This is an optimization exercise on Yosys and OpenROAD, whose aim is a short achievable clock period and few clock cycles per item, not a production implementation. The RTL was checked by simulation tests, not by an equivalence proof against the original design. In this run the design's own scripts or RTL, not TritonCTS, make the clock network. No driver is modelled on the clock port, so clock power and skew are understated where the tree is cut down; a real chip needs a root buffer or a tree. No activity file was given, so power comes from the tool's default toggle rates.

==> flow/design.v <==
module mem_arbiter_nport #(
    parameter int NUM_PORTS  = 4,
    parameter int BLOCK_SIZE = 32,
    parameter int ARB_MODE   = 1
) (
    input  logic                              clk,
    input  logic                              rst,
    input  logic [NUM_PORTS-1:0]              req_valid,
    input  logic [NUM_PORTS-1:0]              req_write,
    input  logic [NUM_PORTS-1:0]              req_single,
    input  logic [NUM_PORTS*32-1:0]           req_addr,
    input  logic [NUM_PORTS*BLOCK_SIZE*8-1:0] req_wdata,
    output logic [NUM_PORTS-1:0]              grant,
    output logic [NUM_PORTS-1:0]              resp_done,
    output logic [BLOCK_SIZE*8-1:0]           resp_rdata,
    output logic [31:0]                       addr,
    output logic                              write,
    output logic [31:0]                       wdata,
    output logic [1:0]                        transfer,
    input  logic [31:0]                       rdata,
    input  logic                              ready
);
    localparam int NP     = NUM_PORTS;
    localparam int WORDS  = BLOCK_SIZE / 4;
    localparam int LINE_W = BLOCK_SIZE * 8;
    function automatic logic [NP-1:0] rr_pick(input logic [NP-1:0] req, input logic [NP-1:0] after);
        logic [NP-1:0] pick;
        logic          found;
        pick = '0;
        for (int s = 0; s < NP; s++) begin
            if (after[s]) begin
                found = 1'b0;
                for (int i = 1; i <= NP; i++) begin
                    if (!found && req[(s + i) % NP]) begin
                        pick[(s + i) % NP] = 1'b1;
                        found = 1'b1;
                    end
                end
            end
        end
        rr_pick = pick;
    endfunction
    function automatic logic [NP-1:0] between(input logic [NP-1:0] a, input logic [NP-1:0] b);
        logic [NP-1:0] m;
        logic          inRange;
        m = '0;
        for (int s = 0; s < NP; s++) begin
            if (a[s]) begin
                inRange = 1'b1;
                for (int i = 1; i < NP; i++) begin
                    if (b[(s + i) % NP]) inRange = 1'b0;
                    if (inRange) m[(s + i) % NP] = 1'b1;
                end
            end
        end
        between = m;
    endfunction
    logic [NP-1:0] ptr;      
    logic [NP-1:0] nxt;      
    logic          nxtV;
    logic [NP-1:0] nxtLo;    
    logic [NP-1:0] nxtHi;    
    logic [NP-1:0] btw;      
    logic [NP-1:0] btwFree;  
    logic [NP-1:0] busy;     
    logic             idle;       
    logic             laterN;     
    logic [NP-1:0]    doneN;      
    logic             selNew;     
    logic             last;       
    logic [NP-1:0]    owner;      
    logic [WORDS-1:0] beatOH;     
    logic [WORDS-1:0] capture;    
    logic [LINE_W-1:32] lineHi;   
    logic [31:0]      addrI;      
    logic             writeI;
    logic [31:0]      wdataI;
    logic [NP-1:0] cand;
    logic          go, commit;
    assign go     = idle || ready;
    assign cand   = req_valid & ~busy;
    assign commit = nxtV && !(|(req_valid & btwFree)) && go && selNew;
    logic [LINE_W-1:0] newLine;
    logic [31:0]       newAddr;
    logic              newWrite, newSingle;
    always_comb begin
        newLine   = '0;
        newAddr   = '0;
        newWrite  = 1'b0;
        newSingle = 1'b0;
        for (int p = 0; p < NP; p++) begin
            newLine[LINE_W/2-1:0] = newLine[LINE_W/2-1:0] | (req_wdata[p*LINE_W +: LINE_W/2] & {(LINE_W/2){nxtLo[p]}});
            newLine[LINE_W-1:LINE_W/2] = newLine[LINE_W-1:LINE_W/2] | (req_wdata[p*LINE_W + LINE_W/2 +: LINE_W/2] & {(LINE_W/2){nxtHi[p]}});
            newAddr   = newAddr | (req_addr[p*32 +: 32] & {32{nxtLo[p]}});
            newWrite  = newWrite | (req_write[p] & nxtLo[p]);
            newSingle = newSingle | (req_single[p] & nxtLo[p]);
        end
        newAddr = newSingle ? {newAddr[31:2], 2'b00} : {newAddr[31:5], 5'b0};
    end
    logic [NP-1:0] pickA, pickH, btwA, btwH, freeA, freeH;
    logic [NP-1:0] nxtN, busyN, btwN;
    logic          nxtVN;
    always_comb begin
        pickA = rr_pick(cand & ~nxt, nxt);        
        pickH = rr_pick(cand, ptr);               
        btwA  = between(nxt, pickA);
        btwH  = between(ptr, pickH);
        freeA = ~((busy & doneN) | nxt);
        freeH = ~(busy & doneN);
        nxtN  = commit ? pickA : pickH;
        nxtVN = commit ? |(cand & ~nxt) : |cand;
        busyN = commit ? ~freeA : ~freeH;
        btwN  = commit ? btwA : btwH;
    end
    always_ff @(posedge clk or posedge rst) begin
        if (rst) begin
            ptr     <= NP'(1) << (NP - 1);
            nxt     <= '0;
            nxtV    <= 1'b0;
            busy    <= '0;
            btw     <= between(NP'(1) << (NP - 1), '0);
            btwFree <= between(NP'(1) << (NP - 1), '0);
        end else begin
            busy    <= busyN;
            nxt     <= nxtN;
            nxtV    <= nxtVN;
            btw     <= btwN;
            btwFree <= commit ? (btwA & freeA) : (btwH & freeH);
            if (commit) ptr <= nxt;
        end
    end
    always_ff @(posedge clk) nxtLo <= nxtN;
    always_ff @(posedge clk or posedge rst) begin
        if (rst) nxtHi <= '1;
        else     nxtHi <= nxtN;
    end
    logic [1:0]        transferN;
    logic [NP-1:0]     grantN;
    logic              writeN;
    logic [31:0]       addrN;
    logic [31:0]       wdataN;
    always_comb begin
        if (selNew) begin
            transferN = commit ? 2'b10 : 2'b00;
            grantN    = nxtLo;
            writeN    = newWrite;
            addrN     = newAddr;
            wdataN    = newLine[31:0];
        end else begin
            transferN = 2'b11;
            grantN    = owner;
            writeN    = writeI;
            addrN     = {addrI[31:5], addrI[4:2] + 3'd1, addrI[1:0]};
            wdataN    = '0;
            for (int w = 1; w < WORDS; w++)
                wdataN = wdataN | (lineHi[w*32 +: 32] & {32{beatOH[w-1]}});
        end
    end
    always_ff @(posedge clk or posedge rst) begin
        if (rst) begin
            idle      <= 1'b1;
            laterN    <= 1'b1;
            doneN     <= '1;
            selNew    <= 1'b1;
            capture   <= '0;
            owner     <= '0;
            writeI    <= 1'b0;
            addrI     <= '0;
            wdataI    <= '0;
        end else begin
            doneN <= ~((!idle && last && ready) ? owner : '0);
            if (go) begin
                laterN   <= !transferN[0];
                writeI   <= writeN;
                addrI    <= addrN;
                wdataI   <= wdataN;
                if (selNew) begin
                    idle    <= !commit;
                    selNew  <= !commit || newSingle;
                    capture <= (commit && !newWrite) ? WORDS'(1) : '0;
                    owner   <= nxt;
                end else begin
                    selNew  <= beatOH[WORDS-2];
                    capture <= capture << 1;
                end
            end
        end
    end
    always_ff @(posedge clk or posedge rst) begin
        if (rst) begin
            transfer  <= 2'b00;
            resp_done <= '0;
        end else begin
            transfer  <= go ? transferN : {!idle, !laterN};
            resp_done <= (!idle && last && ready) ? owner : '0;
        end
    end
    always_ff @(posedge clk) begin
        grant <= go ? grantN : owner;
        write <= go ? writeN : writeI;
        addr  <= go ? addrN : addrI;
        wdata <= go ? wdataN : wdataI;
    end
    always_ff @(posedge clk) begin
        if (selNew) lineHi <= newLine[LINE_W-1:32];
        if (go) begin
            if (selNew) begin
                last   <= newSingle;
                beatOH <= WORDS'(1);
            end else begin
                last   <= beatOH[WORDS-2];
                beatOH <= beatOH << 1;
            end
        end
    end
    always_ff @(posedge clk or posedge rst) begin
        if (rst) begin
            resp_rdata <= '0;
        end else begin
            for (int w = 0; w < WORDS; w++)
                if (capture[w]) resp_rdata[w*32 +: 32] <= rdata;
        end
    end
endmodule
==> flow/flow/run.sh <==
#!/bin/bash
# Standard ORFS flow with: fast port buffers (buffer_ports uses buf_4, and the resizer may
# change a cell's footprint); I/O pins allowed one routing track apart, with the clock pin
# alone in the middle of the left edge; a two-level clock tree built by cts_tree.tcl in
# place of TritonCTS (the clock port drives four buffers, each driving the leaf buffers of
# one region of flip-flops); after CTS, one more setup repair of the paths into the
# registers (post_cts.tcl); and the slow complex gates a222oi_1 and a2111oi_0 added to the
# platform's don't-use cells (synthesis keeps the same registers). ORFS writes each step's
# log under orfs/logs; make's own output goes to make.log.
set -euo pipefail
die=$(grep -o 'DIE_AREA=0 0 [0-9.]* [0-9.]*' standard.sh | awk '{print $4}')
lo=$(awk -v h="$die" 'BEGIN{print int(h/2-10)}'); hi=$(awk -v h="$die" 'BEGIN{print int(h/2+10)}')
dontuse=$(make -s -C "$FLOW_HOME" DESIGN_CONFIG="$PWD/config.mk" WORK_HOME="$PWD/orfs" print-DONT_USE_CELLS 2> dontuse.log | sed -n 's/^DONT_USE_CELLS: //p')
[[ -n "$dontuse" ]] || { echo "could not read DONT_USE_CELLS" >&2; exit 1; }
dontuse="$dontuse sky130_fd_sc_hd__a222oi_1 sky130_fd_sc_hd__a2111oi_0"
sed -e "s|\"\${@:-finish}\"|MATCH_CELL_FOOTPRINT=0 'BUFFER_PORTS_ARGS=-buffer_cell sky130_fd_sc_hd__buf_4' 'PLACE_PINS_ARGS=-min_distance 1 -min_distance_in_tracks -exclude left:$lo-$hi' PRE_IO_PLACEMENT_TCL=$PWD/flow/pins.tcl PRE_CTS_TCL=$PWD/flow/cts_tree.tcl POST_CTS_TCL=$PWD/flow/post_cts.tcl 'DONT_USE_CELLS=$dontuse' \"\${@:-finish}\"|" standard.sh > flow_standard.sh
bash flow_standard.sh finish > make.log 2>&1
==> flow/flow/cts_tree.tcl <==
# Manual clock tree: the clock port drives NG first-level clkbufs, each driving an equal share
# of the leaf clkbufs; each leaf clkbuf drives one k-means cluster of at most cap flip-flops.
proc mt_kmeans {pts K} {
  # pts: list of {x y}; returns {centers assign}
  set n [llength $pts]
  set sorted [lsort -real -index 0 $pts]
  set cx {}; set cy {}
  for {set k 0} {$k < $K} {incr k} {
    set s [lindex $sorted [expr {int(($k + 0.5) * $n / $K)}]]
    lappend cx [lindex $s 0]; lappend cy [lindex $s 1]
  }
  for {set iter 0} {$iter < 40} {incr iter} {
    set sx [lrepeat $K 0.0]; set sy [lrepeat $K 0.0]; set cnt [lrepeat $K 0]
    set assign {}
    foreach p $pts {
      set x [lindex $p 0]; set y [lindex $p 1]
      set best 0; set bd 1e30
      for {set k 0} {$k < $K} {incr k} {
        set d [expr {hypot($x-[lindex $cx $k], $y-[lindex $cy $k])}]
        if {$d < $bd} {set bd $d; set best $k}
      }
      lappend assign $best
      lset sx $best [expr {[lindex $sx $best]+$x}]
      lset sy $best [expr {[lindex $sy $best]+$y}]
      lset cnt $best [expr {[lindex $cnt $best]+1}]
    }
    for {set k 0} {$k < $K} {incr k} {
      if {[lindex $cnt $k] > 0} {
        lset cx $k [expr {[lindex $sx $k]/[lindex $cnt $k]}]
        lset cy $k [expr {[lindex $sy $k]/[lindex $cnt $k]}]
      }
    }
  }
  return [list $cx $cy $assign $cnt]
}

proc mt_buf {block master name x y inNet outNetName} {
  set inst [odb::dbInst_create $block $master $name]
  $inst setLocation [expr {int($x)}] [expr {int($y)}]
  $inst setPlacementStatus PLACED
  set net [odb::dbNet_create $block $outNetName]
  $net setSigType CLOCK
  [$inst findITerm A] connect $inNet
  [$inst findITerm X] connect $net
  return $net
}

proc mytree_build {K NG cap {leafMaster sky130_fd_sc_hd__clkbuf_16} {l1Master sky130_fd_sc_hd__clkbuf_16}} {
  set db [ord::get_db]
  set block [ord::get_db_block]
  set clkNet [$block findNet clk]
  set its {}; set pts {}
  foreach it [$clkNet getITerms] {
    set b [[$it getInst] getBBox]
    lappend its $it
    lappend pts [list [expr {([$b xMin]+[$b xMax])/2.0}] [expr {([$b yMin]+[$b yMax])/2.0}]]
  }
  lassign [mt_kmeans $pts $K] cx cy assign cnt
  # split clusters bigger than cap in two until none is
  while {1} {
    set big -1; set bigc $cap
    for {set k 0} {$k < [llength $cnt]} {incr k} { if {[lindex $cnt $k] > $bigc} { set big $k; set bigc [lindex $cnt $k] } }
    if {$big < 0} break
    set sub {}; set subi {}
    set i 0
    foreach p $pts a $assign { if {$a == $big} { lappend sub $p; lappend subi $i }; incr i }
    lassign [mt_kmeans $sub 2] scx scy sassign scnt
    set newk [llength $cnt]
    lset cx $big [lindex $scx 0]; lset cy $big [lindex $scy 0]; lset cnt $big [lindex $scnt 0]
    lappend cx [lindex $scx 1]; lappend cy [lindex $scy 1]; lappend cnt [lindex $scnt 1]
    foreach i $subi a $sassign { if {$a == 1} { lset assign $i $newk } }
  }
  set K [llength $cnt]
  set lpts {}; set lidx {}
  for {set k 0} {$k < $K} {incr k} {
    if {[lindex $cnt $k] > 0} { lappend lpts [list [lindex $cx $k] [lindex $cy $k]]; lappend lidx $k }
  }
  # balanced groups: leaves sorted by angle around their mean, cut into NG equal runs
  set mx 0.0; set my 0.0
  foreach p $lpts { set mx [expr {$mx + [lindex $p 0]}]; set my [expr {$my + [lindex $p 1]}] }
  set nl [llength $lpts]
  set mx [expr {$mx / $nl}]; set my [expr {$my / $nl}]
  set ang {}
  set i 0
  foreach p $lpts { lappend ang [list $i [expr {atan2([lindex $p 1] - $my, [lindex $p 0] - $mx)}]]; incr i }
  set ang [lsort -real -index 1 $ang]
  set gassign [lrepeat $nl 0]
  set gcnt [lrepeat $NG 0]; set gx [lrepeat $NG 0.0]; set gy [lrepeat $NG 0.0]
  set r 0
  foreach a $ang {
    set g [expr {$r * $NG / $nl}]
    set i [lindex $a 0]
    lset gassign $i $g
    lset gcnt $g [expr {[lindex $gcnt $g] + 1}]
    lset gx $g [expr {[lindex $gx $g] + [lindex $lpts $i 0]}]
    lset gy $g [expr {[lindex $gy $g] + [lindex $lpts $i 1]}]
    incr r
  }
  for {set g 0} {$g < $NG} {incr g} {
    lset gx $g [expr {[lindex $gx $g] / [lindex $gcnt $g]}]
    lset gy $g [expr {[lindex $gy $g] / [lindex $gcnt $g]}]
  }
  set leafM [$db findMaster $leafMaster]
  set l1M [$db findMaster $l1Master]
  set l1nets {}
  for {set g 0} {$g < $NG} {incr g} {
    if {[lindex $gcnt $g] == 0} { lappend l1nets {}; continue }
    lappend l1nets [mt_buf $block $l1M "mcts_l1_$g" [lindex $gx $g] [lindex $gy $g] $clkNet "mcts_l1_net_$g"]
  }
  set leafnet [dict create]
  foreach k $lidx g $gassign {
    dict set leafnet $k [mt_buf $block $leafM "mcts_leaf_$k" [lindex $cx $k] [lindex $cy $k] [lindex $l1nets $g] "mcts_leaf_net_$k"]
  }
  foreach it $its k $assign {
    $it disconnect
    $it connect [dict get $leafnet $k]
  }
  puts "mytree: [llength $its] sinks, [llength $lidx] leaves in $NG groups (sizes $gcnt), leaf sizes $cnt"
}
# Sourced by ORFS's cts.tcl before its clock_tree_synthesis call (PRE_CTS_TCL): build the
# tree here, then stand in for clock_tree_synthesis so that it only switches the clock to
# propagated, as clock_tree_synthesis does after building its own tree.
mytree_build 24 4 22
rename clock_tree_synthesis orfs_clock_tree_synthesis
proc clock_tree_synthesis {args} {
  set_propagated_clock [all_clocks]
  puts "clock tree built by cts_tree.tcl"
}
==> flow/flow/pins.tcl <==
# Put the clock pin in the middle of the left edge; PLACE_PINS_ARGS keeps the other pins
# out of the 20 um around it.
set die [[ord::get_db_block] getDieArea]
set mid [expr {([$die yMin] + [$die yMax]) / 2.0 / [[ord::get_db_tech] getDbUnitsPerMicron]}]
place_pin -pin_name clk -layer met3 -location [list 0 $mid] -pin_size {0.8 0.3} -force_to_die_boundary
==> flow/flow/post_cts.tcl <==
# Sourced by ORFS's cts.tcl after its own timing repair (POST_CTS_TCL). The paths to the
# output ports cannot be sped up by sizing, and repair_timing stops at the worst path, so the
# paths into the registers were left unrepaired. One more setup repair pass runs with the
# output delay lifted; then the output delay is put back as the SDC gives it.
set f [open $::env(RESULTS_DIR)/3_place.sdc]
set sdc [read $f]
close $f
if {![regexp {set_output_delay\s+([0-9.]+)} $sdc -> outDelay]} { error "no output delay in the SDC" }
set_output_delay 0 -clock [all_clocks] [all_outputs]
repair_timing -setup -setup_margin $::env(SETUP_SLACK_MARGIN) -repair_tns 100 -verbose
set_output_delay $outDelay -clock [all_clocks] [all_outputs]
detailed_placement
check_placement -verbose
estimate_parasitics -placement
report_worst_slack -max
==> flow/standard.sh <==
#!/bin/bash
# synth_recipe.tcl (not shown) runs the flow's synth.tcl, then flattens the netlist and writes it again
# the make line also repeats each setting of config.mk as NAME=value (left out here)
make -C /OpenROAD-flow-scripts/flow DESIGN_CONFIG=/design/flow/config.mk WORK_HOME=/design/flow/orfs CLKGATE_MAP_FILE= SYNTH_SCRIPT=/design/flow/synth_recipe.tcl "${@:-finish}"
==> flow/config.mk <==
export PLATFORM = sky130hd
export DESIGN_NAME = mem_arbiter_nport
export DESIGN_NICKNAME = mem_arbiter_nport
export VERILOG_FILES = /design/flow/design.v
export SDC_FILE = /design/flow/constraint.sdc
export NUM_CORES = 4
export LEC_CHECK = 0
export ABC_CLOCK_PERIOD_IN_PS = 1500
export CAP_MARGIN = 20
export CORE_AREA = 5 5 295 295
export DIE_AREA = 0 0 300 300
export SETUP_SLACK_MARGIN = 3.3
export SLEW_MARGIN = 20
==> flow/constraint.sdc <==
create_clock -name core_clock -period 5.0 [get_ports {clk}]
set_input_delay 1.0000 -clock core_clock [delete_from_list [all_inputs] [get_ports {clk}]]
set_output_delay 1.0000 -clock core_clock [all_outputs]
set_load 0.01 [all_outputs]
==> impl_metrics.tcl <==
set metrics [dict create \
    status "complete, no violations" \
    fin_crit_sh_pct 39.8 \
    cp_max_fo 2 \
    fin_skew_ps 46.8 \
    initial_utilization_pct 35.3 \
    period_minus_slack_ps 1990 \
    start_kind "flop" \
    leakagePower_nw 22.7 \
    nFillCells 7243 \
    antenna_found_initial 105 \
    drc_errors 0 \
    io_pins 1529 \
    multi_input_area_um2 11700 \
    drv_cap 0 \
    nNetsFinal 5255 \
    grt_max_degree 91 \
    slowest_stage "dfrtp_1" \
    setup.worst_path.class "reg -> out" \
    avgRoutedWirePerCell_um 33.5 \
    preCtsSetupSlack_ps 2360 \
    crit_chain "buf_6" \
    yosys_register_bits 672 \
    die_w_um 300 \
    worst_pin_slew_ps 956 \
    ys_types 45 \
    vias_per_cell 5.84 \
    final-setup-viol-count 0 \
    overflow 0 \
    grt_pass1_wl_um 229000 \
    cp_top_family "flip-flops" \
    routed_wl_um 175000 \
    dr_total_vias 30500 \
    synth_nets 3713 \
    fp.dieH_um 300 \
    placedCellCount 4936 \
    area_growth_pct 61.0 \
    arrival_ps 990 \
    first_global_vias 30000 \
    grt_usage_pct 35.6 \
    timing.hold.ws_ps 413 \
    syn_inst 2513 \
    grt_setup_unrepaired "yes" \
    avgSynthCellArea_um2 11.7 \
    coreArea_um2 83600 \
    netlist.area_leader.share_pct 29.9 \
    yosysTopAreaCell "dfrtp_1" \
    fmax_ghz 0.502 \
    crit_buf_inv 1 \
    holdCritPathClass "reg -> reg" \
    placed_cell_area_um2 42000 \
    max-slew-margin-rel_pct 35.9 \
    clock_latency_ps 420 \
    drive_above_1_share_pct 55.3 \
    ys_seq_area_share_pct 59.9 \
    cp.required_ps 4000 \
    drv_slew 0 \
    vdd_drop_max_v 0.000231 \
    slowest_delay_ps 420 \
    synth_area_leaders "dfrtp_1 30%, edfxtp_1 24%, a22oi_1 16%, mux2_2 9.8%, nand2_1 5.6%" \
    drt-initial-drc-count 3161 \
    port-buffer-count 1521 \
    cp-end-kind "output pin" \
    yosys_warnings 1 \
    regArea_um2 17800 \
    first_pass_iters 6 \
    hold_violations 0 \
    gp_congestion 1.11 \
    setup_slack_ps 3010 \
    rows 106 \
    final_area_um2 47400 \
    instances_no_fill 5228 \
    die_area_um2 90000 \
    syn-cell-area_um2 29500 \
    drtAntennaViolNets 0 \
    clk_pin_slew_ps 80 \
    p_per_area_nw_per_um2 240 \
    place_hpwl_um 124000 \
]
## path summary, 6_finish.rpt
path | cells past startpoint | start | endpoint | slack (ps)
worst max-delay path | 1 | resp_rdata[70] | resp_rdata[70] | 3010
worst min-delay path | 1 | owner[1] | doneN[1] | 410
worst max register to register | 7 | selNew | nxt[2] | 3200
worst min register to register | 1 | owner[1] | doneN[1] | 410
max in group asynchronous | 4 | rst | capture[5] | 3620
min in group asynchronous | 3 | rst | resp_rdata[239] | 700
## placed cells by master (no fill, tap or decap), drive strengths merged, types with 2 or more instances in the layout
master	synthesis	layout
clkinvlp	0	4
nor2	42	43
a22o	5	5
diode	0	95
nor2b	7	7
nand4	33	33
dfstp	15	15
and2	4	4
edfxtp	232	232
nand2b	4	4
nand3	9	9
a221oi	4	4
nand2	442	442
o31a	2	2
a22oi	634	634
o31ai	3	3
dfxtp	73	73
mux2	257	257
clkbuf	153	67
a21oi	37	37
nor3	3	3
buf	65	1689
a211oi	8	8
o21ai	74	74
dfrtp	352	352
a31oi	28	28
inv	12	9
## final cells by class
| cell class | instances | share of cell area [%] |
|---|---|---|
| inverters | 12 | 0.119 |
| multi-input cells | 1612 | 24.6 |
| plain buffers | 50 | 2.64 |
| flip-flops and latches | 672 | 37.5 |
| repair buffers | 1706 | 31.8 |
| diodes | 95 | 0.501 |
| repair inverters | 1 | 0.0106 |
| well taps | 1080 | 2.85 |
## through the flow
step | total power, W | TNS [ps] | util [%]
finish | 0.0114 | 0 | 56.8
detailed placement | 0.00760 | 0 | 50.3
floorplan | 0.00655 | -321000 | -
global placement | 0.00757 | 0 | 50.3
global route | 0.0117 | 0 | 56.7
## power breakdown
part | total [W] | switching [W] | leakage (nW) | internal, W
Sequential | 0.00613 | 0.000119 | 8.28 | 0.00602
Clock | 0.00357 | 0.00181 | 0.617 | 0.00176
Combinational | 0.00166 | 0.000732 | 13.8 | 0.000925
Total | 0.0114 | 0.00266 | 22.7 | 0.00870
## cell usage after synthesis
cell        n
a211oi_2    1
ha_1        1
inv_1      12
a22o_1      5
nor2b_1     7
buf_6       1
o31ai_1     3
o22a_1      1
clkbuf_1  153
and2_1      4
dfstp_2    15
a31oi_1    28
nor3b_2     1
a21o_1      1
o31a_1      2
nand3_1     9
and3b_1     1
and4_1      1
buf_1      25
a221oi_1    4
a311oi_1    1
o21ai_0    73
and3_1      1
nand2b_1    4
nor2_2      2
a221o_1     1
mux2_2    257
a21boi_0    1
nor3_1      3
a211o_1     1
nand2_1   442
o2111a_1    1
a22oi_1   634
o21ai_1     1
a211oi_1    7
nor4_4      1
dfrtp_1   352
edfxtp_1  232
dfxtp_1    73
nor2_1     40
a21oi_1    37
nand4_1    33
o311a_1     1
a21bo_2     1
buf_2      39
## state kept, by name, summed over array words and instances, names as in the netlist, 2 cells and up
signal and flops:
addr 32, addrI 32, beatOH 7, btwFree 4
busy 4, capture 8, doneN 4, grant 4
lineHi 224, nxt 4, nxtHi 4, nxtLo 4
owner 4, ptr 4, resp_done 4, resp_rdata 256
transfer 2, wdata 32, wdataI 32
## cell families after synthesis
| kind of cell | synth area share [%] |
|---|---|
| buf+inv | 3.12 |
| mux | 9.83 |
| simple gates | 7.60 |
| compound gates | 19.5 |
| flops | 59.9 |
| fa+ha+maj | 0.0425 |
## layer usage
metal,GRT usage (%),share of wire [%]
met5,0,0.075
met4,25.7,9.3
met3,13.7,11
met2,53.2,43
met1,41.9,36
Testbench counts, summed over its fixed seeds: cycles 12,747, items 2,048.

## afterwards: timing with drivers on the ports
The results above use ideal ports. As a check the final layout listed here was re-extracted and re-timed, cells and wires unchanged. Step 1: set_driving_cell puts a clkbuf_16 on clk and a buf_2 on each other input, an assumption about the parent block. Step 2 moves the port delays by t, midway between the first and last clock arrival at a register: inputs arrive t later, outputs are due t later. That takes back most of the time a late clock gives input paths. a / b / c = no drivers / after step 1 / after step 2; a / b = the first two.
shift t [ns]: 0.544
setup slack, ns: 3.008 / 2.867 / 2.634
pins driven straight from the clock port: 4
After both steps setup and hold are still met in this run. The setup slack of this run moves by -0.141 ns with the drivers and by -0.374 ns with both steps.
